Context: an optimization exercise on an open-source flow, tuned for small area, a short achievable clock period and few clock cycles per item. The choices shown serve that exercise and are no tape-out recipe. At most, simulation tests tie the RTL to the original design; equivalence was not proved.

==> inputs of build 58 <==
## mont_redc_ws
module mont_redc_ws #(
    parameter int P_WIDTH  = 64,
    parameter int W_WIDTH  = 32,
    parameter int PD_WIDTH = 2 * P_WIDTH,
    parameter int NUM_W    = P_WIDTH / W_WIDTH
) (
    input  logic                clk,
    input  logic                rst_n,
    input  logic                in_valid,
    output logic                in_ready,
    input  logic [PD_WIDTH-1:0] Mul_in,
    input  logic [P_WIDTH-1:0]  N_in,
    input  logic [W_WIDTH-1:0]  Nprime_in,
    output logic                out_valid,
    input  logic                out_ready,
    output logic [P_WIDTH-1:0]  res_out,
    output logic [P_WIDTH:0]    res_raw_out
);
make LEC_CHECK=0 CAP_MARGIN=20 CORE_MARGIN=2 CORE_UTILIZATION=40 SLEW_MARGIN=20 finish   # period 16.0 ns
run.sh (not shown) runs the stock make flow with config.mk's settings and CLKGATE_MAP_FILE= SYNTH_SCRIPT=/design/flow/synth_recipe.tcl, a recipe that flattens the netlist after the stock synthesis.
==> trial 93: changes against build 58 <==
- SLEW_MARGIN: 20 -> 60
==> qor summary <==
| item | build 58 | trial 93 |
|---|---|---|
| Status | no timing/DRC/antenna violations | no timing/DRC/antenna violations |
| Maximum number of pins on one net before global-route repair | 112 | 69 |
| Final critical-path setup slack | 8.757 ns | 9.377 ns |
| Placed cell count | 6125 | 6134 |
| Reg2reg setup slack | 8.76 ns | 9.38 ns |
| Number of cells on the critical path | 24 | 22 |
| Post-layout minimum cycle time | 7.243 ns | 6.623 ns |
| Multi-input logic portion of the cell area | 0.6463 | 0.6412 |
| Signal buf overhead | 0.07710 | 0.08426 |
| Worst max-slew margin expressed relative to the limit | 0.2287 | 0.5770 |
| Met3 Routed Length | 11670 µm | 12160 µm |
| Max stage delay cell, worst path | sky130_fd_sc_hd__buf_4 | sky130_fd_sc_hd__edfxtp_1 |
| Period utilisation layout | 0.4527 | 0.4140 |
| Fillers | 10250 | 10160 |
No functional check of the RTL was part of any run of this note.

========
==> inputs of build 61 <==
Another version of the RTL of mont_redc_ws (not shown whole).
## mont_redc_ws
module mont_redc_ws #(
    parameter int P_WIDTH  = 64,
    parameter int W_WIDTH  = 32,
    parameter int PD_WIDTH = 2 * P_WIDTH,
    parameter int NUM_W    = P_WIDTH / W_WIDTH
) (
    input  logic                clk,
    input  logic                rst_n,
    input  logic                in_valid,
    output logic                in_ready,
    input  logic [PD_WIDTH-1:0] Mul_in,
    input  logic [P_WIDTH-1:0]  N_in,
    input  logic [W_WIDTH-1:0]  Nprime_in,
    output logic                out_valid,
    input  logic                out_ready,
    output logic [P_WIDTH-1:0]  res_out,
    output logic [P_WIDTH:0]    res_raw_out
);
==> flow/config.mk <==
export PLATFORM = sky130hd
export DESIGN_NAME = mont_redc_ws
export DESIGN_NICKNAME = mont_redc_ws
export VERILOG_FILES = /design/flow/design.v
export SDC_FILE = /design/flow/constraint.sdc
export NUM_CORES = 4
export LEC_CHECK = 0
export CAP_MARGIN = 20
export CORE_MARGIN = 2
export CORE_UTILIZATION = 40
export SLEW_MARGIN = 60
==> flow/constraint.sdc <==
create_clock -name core_clock -period 16.0 [get_ports {clk}]
set_input_delay 3.2000 -clock core_clock [delete_from_list [all_inputs] [get_ports {clk}]]
set_output_delay 3.2000 -clock core_clock [all_outputs]
set_load 0.01 [all_outputs]
==> trial 64 (differences from build 61) <==
==> flow/flow/run.sh (new file) <==
#!/bin/bash
# The standard layout (standard.sh: ORFS synth .. finish), except that the port
# buffers use the smallest plain buffer cell (every port still gets its own buffer).
export BUFFER_PORTS_ARGS="-buffer_cell sky130_fd_sc_hd__buf_1"
bash standard.sh > standard.log 2>&1
==> flow/standard.sh (new file) <==
#!/bin/bash
# synth_recipe.tcl (not shown) runs the flow's synth.tcl, then flattens the netlist and writes it again
# the make line also repeats each setting of config.mk as NAME=value (left out here)
make -C /OpenROAD-flow-scripts/flow DESIGN_CONFIG=/design/flow/config.mk WORK_HOME=/design/flow/orfs CLKGATE_MAP_FILE= SYNTH_SCRIPT=/design/flow/synth_recipe.tcl "${@:-finish}"
Settings changed: CTS_BUF_LIST set to sky130_fd_sc_hd__clkbuf_8.
removed: flow/run.sh
==> build 37 (differences from build 61) <==
==> flow/flow/run.sh (new file) <==
#!/bin/bash
# The standard layout (standard.sh: ORFS synth .. finish), except that the port
# buffers use the smallest plain buffer cell (every port still gets its own buffer).
export BUFFER_PORTS_ARGS="-buffer_cell sky130_fd_sc_hd__buf_1"
bash standard.sh > standard.log 2>&1
==> flow/standard.sh (new file) <==
#!/bin/bash
# synth_recipe.tcl (not shown) runs the flow's synth.tcl, then flattens the netlist and writes it again
# the make line also repeats each setting of config.mk as NAME=value (left out here)
make -C /OpenROAD-flow-scripts/flow DESIGN_CONFIG=/design/flow/config.mk WORK_HOME=/design/flow/orfs CLKGATE_MAP_FILE= SYNTH_SCRIPT=/design/flow/synth_recipe.tcl "${@:-finish}"
removed: flow/run.sh
==> notes <==
Critical path depth is the same in build 37 and build 61.
Final cell count: trial 64 > build 61 > build 37.
Flip-flop and latch count is the same in trial 64 and build 61.
Die area is the same in build 37 and build 61.
Core utilization, lowest first: trial 64, build 37, build 61.
Testbench counts of build 61, summed over its fixed seeds: cycles 48,016, items 4,800.
Testbench counts of trial 64, summed over its fixed seeds: cycles 48,016, items 4,800.
Testbench counts of build 37, summed over its fixed seeds: cycles 48,016, items 4,800.

========
==> inputs of build 54 <==
Another version of the RTL of mont_redc_ws (not shown whole).
Design mont_redc_ws, start of the top module:
module mont_redc_ws #(
    parameter int P_WIDTH  = 64,
    parameter int W_WIDTH  = 32,
    parameter int PD_WIDTH = 2 * P_WIDTH,
    parameter int NUM_W    = P_WIDTH / W_WIDTH
) (
    input  logic                clk,
    input  logic                rst_n,
    input  logic                in_valid,
    output logic                in_ready,
    input  logic [PD_WIDTH-1:0] Mul_in,
    input  logic [P_WIDTH-1:0]  N_in,
    input  logic [W_WIDTH-1:0]  Nprime_in,
    output logic                out_valid,
    input  logic                out_ready,
    output logic [P_WIDTH-1:0]  res_out,
    output logic [P_WIDTH:0]    res_raw_out
);
Settings: LEC_CHECK=0, CAP_MARGIN=20, CORE_MARGIN=2, CORE_UTILIZATION=40, CTS_BUF_LIST=sky130_fd_sc_hd__clkbuf_8, SLEW_MARGIN=60; clock period 16.0 ns.
standard.sh (not shown) runs the stock make flow with config.mk's settings and CLKGATE_MAP_FILE= SYNTH_SCRIPT=/design/flow/synth_recipe.tcl, a recipe that flattens the netlist after the stock synthesis.
==> flow/flow/run.sh <==
#!/bin/bash
# The standard layout (standard.sh: ORFS synth .. finish), except that the port
# buffers use the smallest plain buffer cell (every port still gets its own buffer).
export BUFFER_PORTS_ARGS="-buffer_cell sky130_fd_sc_hd__buf_1"
bash standard.sh > standard.log 2>&1
==> build 66: changes against build 54 <==
==> flow/run.sh (new file) <==
#!/bin/bash
# synth_recipe.tcl (not shown) runs the flow's synth.tcl, then flattens the netlist and writes it again
# the make line also repeats each setting of config.mk as NAME=value (left out here)
make -C /OpenROAD-flow-scripts/flow DESIGN_CONFIG=/design/flow/config.mk WORK_HOME=/design/flow/orfs CLKGATE_MAP_FILE= SYNTH_SCRIPT=/design/flow/synth_recipe.tcl finish
Settings changed: CTS_BUF_LIST sky130_fd_sc_hd__clkbuf_8 to not set.
removed: flow/flow/run.sh
removed: flow/standard.sh
==> run notes <==
In build 66 the via count is larger than in build 54, by 1.1%. Synthesized cell count is the same in build 66 and build 54. In build 66 the sequential share of layout area is lower than in build 54, by 1.3 points. Of build 66 and build 54, build 54 has the higher hold slack (gap 0.010 ns). Wire length: build 54 is smaller than build 66 (about 2.7%).
==> figures <==
	build 54	build 66
Clock buffer count in the final layout	59	38
Met2 usage	40.2%	42.5%
Arrival time at the worst endpoint	6.99 ns	7.23 ns
Actual slew at the worst max-slew pin	0.644 ns	0.597 ns
Met1 track demand over resource	35.5%	37.8%
Setup slack on the worst flop-to-flop path	9.38 ns	9.13 ns
Outcome	no timing/DRC/antenna violations	no timing/DRC/antenna violations
Crit Reg-Reg Startpoint	one_x[0]	neg[0]
Worst Hold Endpoint	st_load	qtop
Seq/total area	20.9%	19.6%
Critical Path Sink	w[65]	w[34]
Final Cycle Share	41.4%	42.9%
Buffering overhead	5.13%	10.8%
Via count	23.5k	23.7k
Area grow syn2layout	11.0%	18.0%
Met3 usage in global routing	5.87%	3.78%
Final setup slack of the worst path	9.38 ns	9.13 ns
No run of this note included a check of the RTL's function; only the layout flow was run.

========
==> run F <==
Another version of the RTL of mont_redc_ws (not shown whole).
export LEC_CHECK = 0
export CAP_MARGIN = 20
export CORE_MARGIN = 2
export CORE_UTILIZATION = 40
export SLEW_MARGIN = 80
create_clock -name core_clock -period 16.0 [get_ports {clk}]
run.sh (not shown) runs the stock make flow with config.mk's settings and CLKGATE_MAP_FILE= SYNTH_SCRIPT=/design/flow/synth_recipe.tcl, a recipe that flattens the netlist after the stock synthesis.
Stock flow here: none of the scripts above is used.
==> inputs of run X, as changes to run F <==
--- a/flow/design.v
+++ b/flow/design.v
@@ -39,36 +39,32 @@
         always_ff @(posedge clk) begin
             onen[j] <= bnp[j][1] ^ bnp[j][0];
             twon[j] <= (bnp[j] == 3'b011) || (bnp[j] == 3'b100);
             negn[j] <= bnp[j][2];
         end
     end
     logic [2:0] bd [4];
-    logic [3:0] one, two, neg, one_a, two_a, neg_a, one_d, two_d, neg_d;
-    logic [3:0] one_x, two_x, neg_x;
+    logic [3:0] one, two, neg, nneg, one_a, two_a, neg_a, one_d, two_d, neg_d;
     logic [7:0] q_d;
     logic       qtop_d;
     for (genvar j = 0; j < 4; j++) begin : g_enc
         assign bd[j] = {q_d[2*j+1], q_d[2*j], (j == 0) ? qtop_d : q_d[2*j-1]};
         assign one_d[j] = bd[j][1] ^ bd[j][0];
         assign two_d[j] = (bd[j] == 3'b011) || (bd[j] == 3'b100);
         assign neg_d[j] = bd[j][2];
-        assign one_a[j] = ~one_x[j] & la_on;
-        assign two_a[j] = ~two_x[j] & la_on;
-        assign neg_a[j] = ~neg_x[j] & la_on;
+        assign nneg[j]  = ~neg[j];
+        assign one_a[j] = one[j] & la_on;
+        assign two_a[j] = two[j] & la_on;
+        assign neg_a[j] = neg[j] & la_on;
     end
     logic [64:0] e0, e1, e2, e3;
-    assign e0[32:0] = (({33{one[0]}} & n_q[32:0]) | ({33{two[0]}} & {n_q[31:0], 1'b0})) ^ {33{neg[0]}};
-    assign e0[64:33] = (({32{~one_x[0]}} & {1'b0, n_q[63:33]}) | ({32{~two_x[0]}} & n_q[63:32])) ^ {32{~neg_x[0]}};
-    assign e1[32:0] = (({33{one[1]}} & n_q[32:0]) | ({33{two[1]}} & {n_q[31:0], 1'b0})) ^ {33{neg[1]}};
-    assign e1[64:33] = (({32{~one_x[1]}} & {1'b0, n_q[63:33]}) | ({32{~two_x[1]}} & n_q[63:32])) ^ {32{~neg_x[1]}};
-    assign e2[32:0] = (({33{one[2]}} & n_q[32:0]) | ({33{two[2]}} & {n_q[31:0], 1'b0})) ^ {33{neg[2]}};
-    assign e2[64:33] = (({32{~one_x[2]}} & {1'b0, n_q[63:33]}) | ({32{~two_x[2]}} & n_q[63:32])) ^ {32{~neg_x[2]}};
-    assign e3[32:0] = (({33{one[3]}} & n_q[32:0]) | ({33{two[3]}} & {n_q[31:0], 1'b0})) ^ {33{neg[3]}};
-    assign e3[64:33] = (({32{~one_x[3]}} & {1'b0, n_q[63:33]}) | ({32{~two_x[3]}} & n_q[63:32])) ^ {32{~neg_x[3]}};
+    assign e0 = (({65{one[0]}} & {1'b0, n_q}) | ({65{two[0]}} & {n_q, 1'b0})) ^ {65{neg[0]}};
+    assign e1 = (({65{one[1]}} & {1'b0, n_q}) | ({65{two[1]}} & {n_q, 1'b0})) ^ {65{neg[1]}};
+    assign e2 = (({65{one[2]}} & {1'b0, n_q}) | ({65{two[2]}} & {n_q, 1'b0})) ^ {65{neg[2]}};
+    assign e3 = (({65{one[3]}} & {1'b0, n_q}) | ({65{two[3]}} & {n_q, 1'b0})) ^ {65{neg[3]}};
     logic [63:0] thi_f, nm_f;
     assign thi_f = r & {64{last}};
     assign nm_f  = n_q & {64{m63l}};
     logic [73:0] ts, tc, x;
     wire t1, t2, t3, t4, t5, t6, t7, t8, t9, t10, t11, t12, t13, t14, t15, t16, t17, t18, t19, t20, t21, t22, t23, t24, t25, t26, t27, t28, t29, t30, t31, t32, t33, t34, t35, t36, t37, t38, t39, t40, t41, t42, t43, t44, t45, t46, t47, t48, t49, t50, t51, t52, t53, t54, t55, t56, t57, t58, t59, t60, t61, t62, t63, t64, t65, t66, t67, t68, t69, t70, t71, t72, t73, t74, t75, t76, t77, t78, t79, t80, t81, t82, t83, t84, t85, t86, t87, t88, t89, t90, t91, t92, t93, t94, t95, t96, t97, t98, t99, t100, t101, t102, t103, t104, t105, t106, t107, t108, t109, t110, t111, t112, t113, t114, t115, t116, t117, t118, t119, t120, t121, t122, t123, t124, t125, t126, t127, t128, t129, t130, t131, t132, t133, t134, t135, t136, t137, t138, t139, t140, t141, t142, t143, t144, t145, t146, t147, t148, t149, t150, t151, t152, t153, t154, t155, t156, t157, t158, t159, t160, t161, t162, t163, t164, t165, t166, t167, t168, t169, t170, t171, t172, t173, t174, t175, t176, t177, t178, t179, t180, t181, t182, t183, t184, t185, t186, t187, t188, t189, t190, t191, t192, t193, t194, t195, t196, t197, t198, t199, t200, t201, t202, t203, t204, t205, t206, t207, t208, t209, t210, t211, t212, t213, t214, t215, t216, t217, t218, t219, t220, t221, t222, t223, t224, t225, t226, t227, t228, t229, t230, t231, t232, t233, t234, t235, t236, t237, t238, t239, t240, t241, t242, t243, t244, t245, t246, t247, t248, t249, t250, t251, t252, t253, t254, t255, t256, t257, t258, t259, t260, t261, t262, t263, t264, t265, t266, t267, t268, t269, t270, t271, t272, t273, t274, t275, t276, t277, t278, t279, t280, t281, t282, t283, t284, t285, t286, t287, t288, t289, t290, t291, t292, t293, t294, t295, t296, t297, t298, t299, t300, t301, t302, t303, t304, t305, t306, t307, t308, t309, t310, t311, t312, t313, t314, t315, t316, t317, t318, t319, t320, t321, t322, t323, t324, t325, t326, t327, t328, t329, t330, t331, t332, t333, t334, t335, t336, t337, t338, t339, t340, t341, t342, t343, t344, t345, t346, t347, t348, t349, t350, t351, t352, t353, t354, t355, t356, t357, t358, t359, t360, t361, t362, t363, t364, t365, t366, t367, t368, t369, t370, t371, t372, t373, t374, t375, t376, t377, t378, t379, t380, t381, t382, t383, t384, t385, t386, t387, t388, t389, t390, t391, t392, t393, t394, t395, t396, t397, t398, t399, t400, t401, t402, t403, t404, t405, t406, t407, t408, t409, t410, t411, t412, t413, t414, t415, t416, t417, t418, t419, t420, t421, t422, t423, t424, t425, t426, t427, t428, t429, t430, t431, t432, t433, t434, t435, t436, t437, t438, t439, t440, t441, t442, t443, t444, t445, t446, t447, t448, t449, t450, t451, t452, t453, t454, t455, t456, t457, t458, t459, t460, t461, t462, t463, t464, t465, t466, t467, t468, t469, t470, t471, t472, t473, t474, t475, t476, t477, t478, t479, t480, t481, t482, t483, t484, t485, t486, t487, t488, t489, t490, t491, t492, t493, t494, t495, t496, t497, t498, t499, t500, t501, t502, t503, t504, t505, t506, t507, t508, t509, t510, t511, t512, t513, t514, t515, t516, t517, t518, t519, t520, t521, t522, t523, t524, t525, t526, t527, t528, t529, t530, t531, t532, t533, t534, t535, t536, t537, t538, t539, t540, t541, t542, t543, t544, t545, t546, t547, t548, t549, t550, t551, t552, t553, t554, t555, t556, t557, t558, t559, t560, t561, t562, t563, t564, t565, t566, t567, t568, t569, t570, t571, t572, t573, t574, t575, t576, t577, t578, t579, t580, t581, t582, t583, t584, t585, t586, t587, t588, t589, t590, t591, t592, t593, t594, t595, t596, t597, t598, t599, t600, t601, t602, t603, t604, t605, t606, t607, t608, t609, t610, t611, t612, t613, t614, t615, t616, t617, t618, t619, t620, t621, t622, t623, t624, t625, t626, t627, t628, t629, t630, t631, t632, t633, t634, t635, t636, t637, t638, t639, t640, t641, t642, t643, t644, t645, t646, t647, t648, t649, t650, t651, t652, t653, t654, t655, t656, t657, t658, t659, t660, t661, t662, t663, t664, t665, t666, t667, t668, t669, t670, t671, t672, t673, t674, t675, t676, t677, t678, t679, t680, t681, t682, t683, t684, t685, t686, t687, t688, t689, t690, t691, t692, t693, t694, t695, t696, t697, t698, t699, t700, t701, t702, t703, t704, t705, t706, t707, t708, t709, t710, t711, t712, t713, t714, t715, t716, t717, t718, t719, t720, t721, t722, t723, t724, t725, t726, t727, t728, t729, t730, t731, t732, t733, t734, t735, t736, t737, t738, t739, t740, t741, t742, t743, t744, t745, t746, t747, t748, t749, t750, t751, t752, t753, t754, t755, t756, t757, t758, t759, t760, t761, t762, t763, t764, t765, t766, t767, t768, t769, t770, t771, t772, t773, t774, t775, t776, t777, t778, t779, t780, t781, t782, t783, t784, t785, t786, t787, t788, t789, t790, t791, t792, t793, t794, t795, t796, t797, t798, t799, t800, t801, t802, t803, t804, t805, t806, t807, t808, t809, t810, t811, t812, t813, t814, t815, t816, t817, t818, t819, t820, t821, t822, t823, t824, t825, t826, t827, t828, t829, t830, t831, t832, t833, t834, t835, t836, t837, t838, t839, t840, t841, t842, t843, t844, t845, t846, t847, t848, t849, t850, t851, t852, t853, t854, t855, t856, t857, t858, t859, t860, t861, t862, t863, t864, t865, t866, t867, t868, t869, t870, t871, t872, t873, t874, t875, t876, t877, t878, t879, t880, t881, t882, t883, t884, t885, t886, t887, t888, t889, t890, t891, t892, t893, t894, t895, t896, t897, t898, t899, t900, t901, t902, t903, t904, t905, t906, t907, t908, t909, t910, t911, t912, t913, t914, t915, t916, t917, t918, t919, t920, t921, t922, t923, t924, t925, t926, t927;
     assign t1 = w[8] ^ thi_f[0];
     assign t2 = w[8] & thi_f[0];
@@ -294,16 +290,16 @@
     assign t222 = (w[64] & thi_f[56]) | (w[64] & nm_f[56]) | (thi_f[56] & nm_f[56]);
     assign t223 = e0[64] ^ e1[62];
     assign t224 = e0[64] & e1[62];
     assign t225 = w[65] ^ last ^ thi_f[57];
     assign t226 = (w[65] & last) | (w[65] & thi_f[57]) | (last & thi_f[57]);
     assign t227 = nm_f[57] ^ neg[0] ^ e1[63];
     assign t228 = (nm_f[57] & neg[0]) | (nm_f[57] & e1[63]) | (neg[0] & e1[63]);
-    assign t229 = thi_f[58] ^ nm_f[58] ^ neg_x[0];
-    assign t230 = (thi_f[58] & nm_f[58]) | (thi_f[58] & neg_x[0]) | (nm_f[58] & neg_x[0]);
+    assign t229 = thi_f[58] ^ nm_f[58] ^ nneg[0];
+    assign t230 = (thi_f[58] & nm_f[58]) | (thi_f[58] & nneg[0]) | (nm_f[58] & nneg[0]);
     assign t231 = last ^ thi_f[59];
     assign t232 = last & thi_f[59];
     assign t233 = w[4] ^ neg[2];
     assign t234 = w[4] & neg[2];
     assign t235 = w[5] ^ e0[5];
     assign t236 = w[5] & e0[5];
     assign t237 = w[6] ^ neg[3] ^ e0[6];
@@ -550,24 +546,24 @@
     assign t478 = (t226 & t229) | (t226 & e1[64]) | (t229 & e1[64]);
     assign t479 = e2[62] ^ e3[60] ^ t228;
     assign t480 = (e2[62] & e3[60]) | (e2[62] & t228) | (e3[60] & t228);
     assign t481 = nm_f[59] ^ neg[1] ^ t231;
     assign t482 = (nm_f[59] & neg[1]) | (nm_f[59] & t231) | (neg[1] & t231);
     assign t483 = t230 ^ e2[63] ^ e3[61];
     assign t484 = (t230 & e2[63]) | (t230 & e3[61]) | (e2[63] & e3[61]);
-    assign t485 = thi_f[60] ^ nm_f[60] ^ neg_x[1];
-    assign t486 = (thi_f[60] & nm_f[60]) | (thi_f[60] & neg_x[1]) | (nm_f[60] & neg_x[1]);
+    assign t485 = thi_f[60] ^ nm_f[60] ^ nneg[1];
+    assign t486 = (thi_f[60] & nm_f[60]) | (thi_f[60] & nneg[1]) | (nm_f[60] & nneg[1]);
     assign t487 = t232 ^ e2[64] ^ e3[62];
     assign t488 = (t232 & e2[64]) | (t232 & e3[62]) | (e2[64] & e3[62]);
     assign t489 = last ^ thi_f[61] ^ nm_f[61];
     assign t490 = (last & thi_f[61]) | (last & nm_f[61]) | (thi_f[61] & nm_f[61]);
     assign t491 = neg[2] ^ e3[63];
     assign t492 = neg[2] & e3[63];
-    assign t493 = thi_f[62] ^ nm_f[62] ^ neg_x[2];
-    assign t494 = (thi_f[62] & nm_f[62]) | (thi_f[62] & neg_x[2]) | (nm_f[62] & neg_x[2]);
+    assign t493 = thi_f[62] ^ nm_f[62] ^ nneg[2];
+    assign t494 = (thi_f[62] & nm_f[62]) | (thi_f[62] & nneg[2]) | (nm_f[62] & nneg[2]);
     assign t495 = last ^ thi_f[63];
     assign t496 = last & thi_f[63];
     assign t497 = w[2] ^ neg[1];
     assign t498 = w[2] & neg[1];
     assign t499 = w[3] ^ e0[3];
     assign t500 = w[3] & e0[3];
     assign t501 = t233 ^ e0[4] ^ e1[2];
@@ -846,16 +842,16 @@
     assign t774 = (t487 & t628) | (t487 & t629) | (t628 & t629);
     assign t775 = t488 ^ t631 ^ t630;
     assign t776 = (t488 & t631) | (t488 & t630) | (t631 & t630);
     assign t777 = t492 ^ t633 ^ t632;
     assign t778 = (t492 & t633) | (t492 & t632) | (t633 & t632);
     assign t779 = t494 ^ t635 ^ t634;
     assign t780 = (t494 & t635) | (t494 & t634) | (t635 & t634);
-    assign t781 = neg_x[3] ^ t496 ^ t636;
-    assign t782 = (neg_x[3] & t496) | (neg_x[3] & t636) | (t496 & t636);
+    assign t781 = nneg[3] ^ t496 ^ t636;
+    assign t782 = (nneg[3] & t496) | (nneg[3] & t636) | (t496 & t636);
     assign t783 = la_on ^ neg_a[2];
     assign t784 = la_on & neg_a[2];
     assign t785 = la_on ^ (((onen[0] & wx[13]) | (twon[0] & wx[12])) ^ negn[0]);
     assign t786 = la_on & (((onen[0] & wx[13]) | (twon[0] & wx[12])) ^ negn[0]);
     assign t787 = la_on ^ neg_a[3] ^ (((onen[0] & wx[14]) | (twon[0] & wx[13])) ^ negn[0]);
     assign t788 = (la_on & neg_a[3]) | (la_on & (((onen[0] & wx[14]) | (twon[0] & wx[13])) ^ negn[0])) | (neg_a[3] & (((onen[0] & wx[14]) | (twon[0] & wx[13])) ^ negn[0]));
     assign t789 = (((onen[1] & wx[12]) | (twon[1] & wx[11])) ^ negn[1]) ^ (((onen[2] & wx[10]) | (twon[2] & wx[9])) ^ negn[2]);
@@ -1234,17 +1230,14 @@
     end
     always_ff @(posedge clk) begin
         q_q  <= q_d;
         qtop <= qtop_d;
         one  <= one_d;
         two  <= two_d;
         neg  <= neg_d;
-        one_x <= ~one_d;
-        two_x <= ~two_d;
-        neg_x <= ~neg_d;
     end
     always_ff @(posedge clk) begin
         if (!rst_n) begin
             last <= 1'b0;
             m63l <= 1'b0;
         end else begin
             last <= st_step && (cnt == 3'd6);
--- a/flow/config.mk
+++ b/flow/config.mk
@@ -4,8 +4,8 @@
 export VERILOG_FILES = /design/flow/design.v
 export SDC_FILE = /design/flow/constraint.sdc
 export NUM_CORES = 4
 export LEC_CHECK = 0
 export CAP_MARGIN = 20
 export CORE_MARGIN = 2
 export CORE_UTILIZATION = 40
-export SLEW_MARGIN = 80
+export SLEW_MARGIN = 60
==> inputs of run Y, as changes to run F <==
==> flow/config.mk (replaced) <==
export PLATFORM = sky130hd
export DESIGN_NAME = mont_redc_ws
export DESIGN_NICKNAME = mont_redc_ws
export VERILOG_FILES = /design/flow/design.v
export SDC_FILE = /design/flow/constraint.sdc
export NUM_CORES = 4
export LEC_CHECK = 0
export CAP_MARGIN = 20
export CORE_MARGIN = 2
export CORE_UTILIZATION = 60
export SLEW_MARGIN = 60
==> notes <==
Run Y produced a clean layout. Run X completed with no timing, DRC or antenna violations. Run F passed the timing, design-rule and antenna checks. In run X the global-route usage is lower than in run Y, by 12 points. Against run Y, the clock-buffer cell count of run X is higher by 12. Area after synthesis: run X is lower than run F (about 1%). The lowest non-clock buffer count belongs to run X, the highest to run F. Synthesized cell count: run F is larger than run X (about 2.6%).
==> figures <==
item	run X	run F	run Y
Die height	293 um	294 um	241 um
Area occupied by multi-input gates	23300 um2	24400 um2	23300 um2
Run status	no timing/DRC/antenna violations	no timing/DRC/antenna violations	no timing/DRC/antenna violations
Sequential cell area share	17.1%	16.6%	17.7%
ClkCell Share	2.78%	3.04%	2.62%
Capturing element of the worst setup path	w[61]	w[62]	w[63]
Largest stage delay on the critical path	0.55 ns	0.54 ns	0.59 ns
Met2 wire len	50300 um	52000 um	48300 um
Yosys reg bits	254	266	266
Starting density of the core	40.5%	40.3%	60.8%
Fraction of final layout cells with drive strength greater than 1	10.3%	17.6%	9.58%
Area growth from synthesis to layout	14.7%	22.6%	13.6%
No run of this note included a check of the RTL's function; only the layout flow was run.

static timing again, ports no longer ideal:
How much do the figures lean on ideal ports? The routed layouts below were timed once more, with nothing changed but the port constraints. Step 1 sets driving cells, clkbuf_16 on the clock port and buf_2 on the other inputs (assumed; they add their load-dependent delay and slew). Step 2 adds t to the input delays and takes it off the output delays; t is the mean of the earliest and latest rising clock arrival at the registers after step 1. Input paths then give back, and output paths get back, about the clock's delay inside the block. Three values: no drivers, after step 1, after step 2; two values: the first two.
| run | t, ns | setup WS [ns] | worst setup path after step 2 | slew at the worst register clock pin (ns) |
|---|---|---|---|---|
| build 58 | 0.693 | 8.757 / 8.757 / 8.757 | register to register | 0.07 / 0.07 |
| trial 93 | 0.695 | 9.377 / 9.377 / 9.377 | register to register | 0.08 / 0.08 |
| build 61 | 0.625 | 9.284 / 9.284 / 9.284 | register to register | 0.07 / 0.07 |
| trial 64 | 0.730 | 9.411 / 9.411 / 9.411 | register to register | 0.08 / 0.08 |
| build 37 | 0.635 | 9.338 / 9.338 / 9.338 | register to register | 0.08 / 0.08 |
| build 54 | 0.706 | 9.380 / 9.380 / 9.380 | register to register | 0.07 / 0.07 |
| build 66 | 0.666 | 9.134 / 9.134 / 9.134 | register to register | 0.07 / 0.07 |
| run F | 0.633 | 8.491 / 8.491 / 8.491 | register to register | 0.07 / 0.07 |
| run X | 0.668 | 8.635 / 8.635 / 8.635 | register to register | 0.07 / 0.07 |
| run Y | 0.674 | 8.752 / 8.752 / 8.752 | register to register | 0.08 / 0.08 |
After both steps every run listed still meets setup and hold.
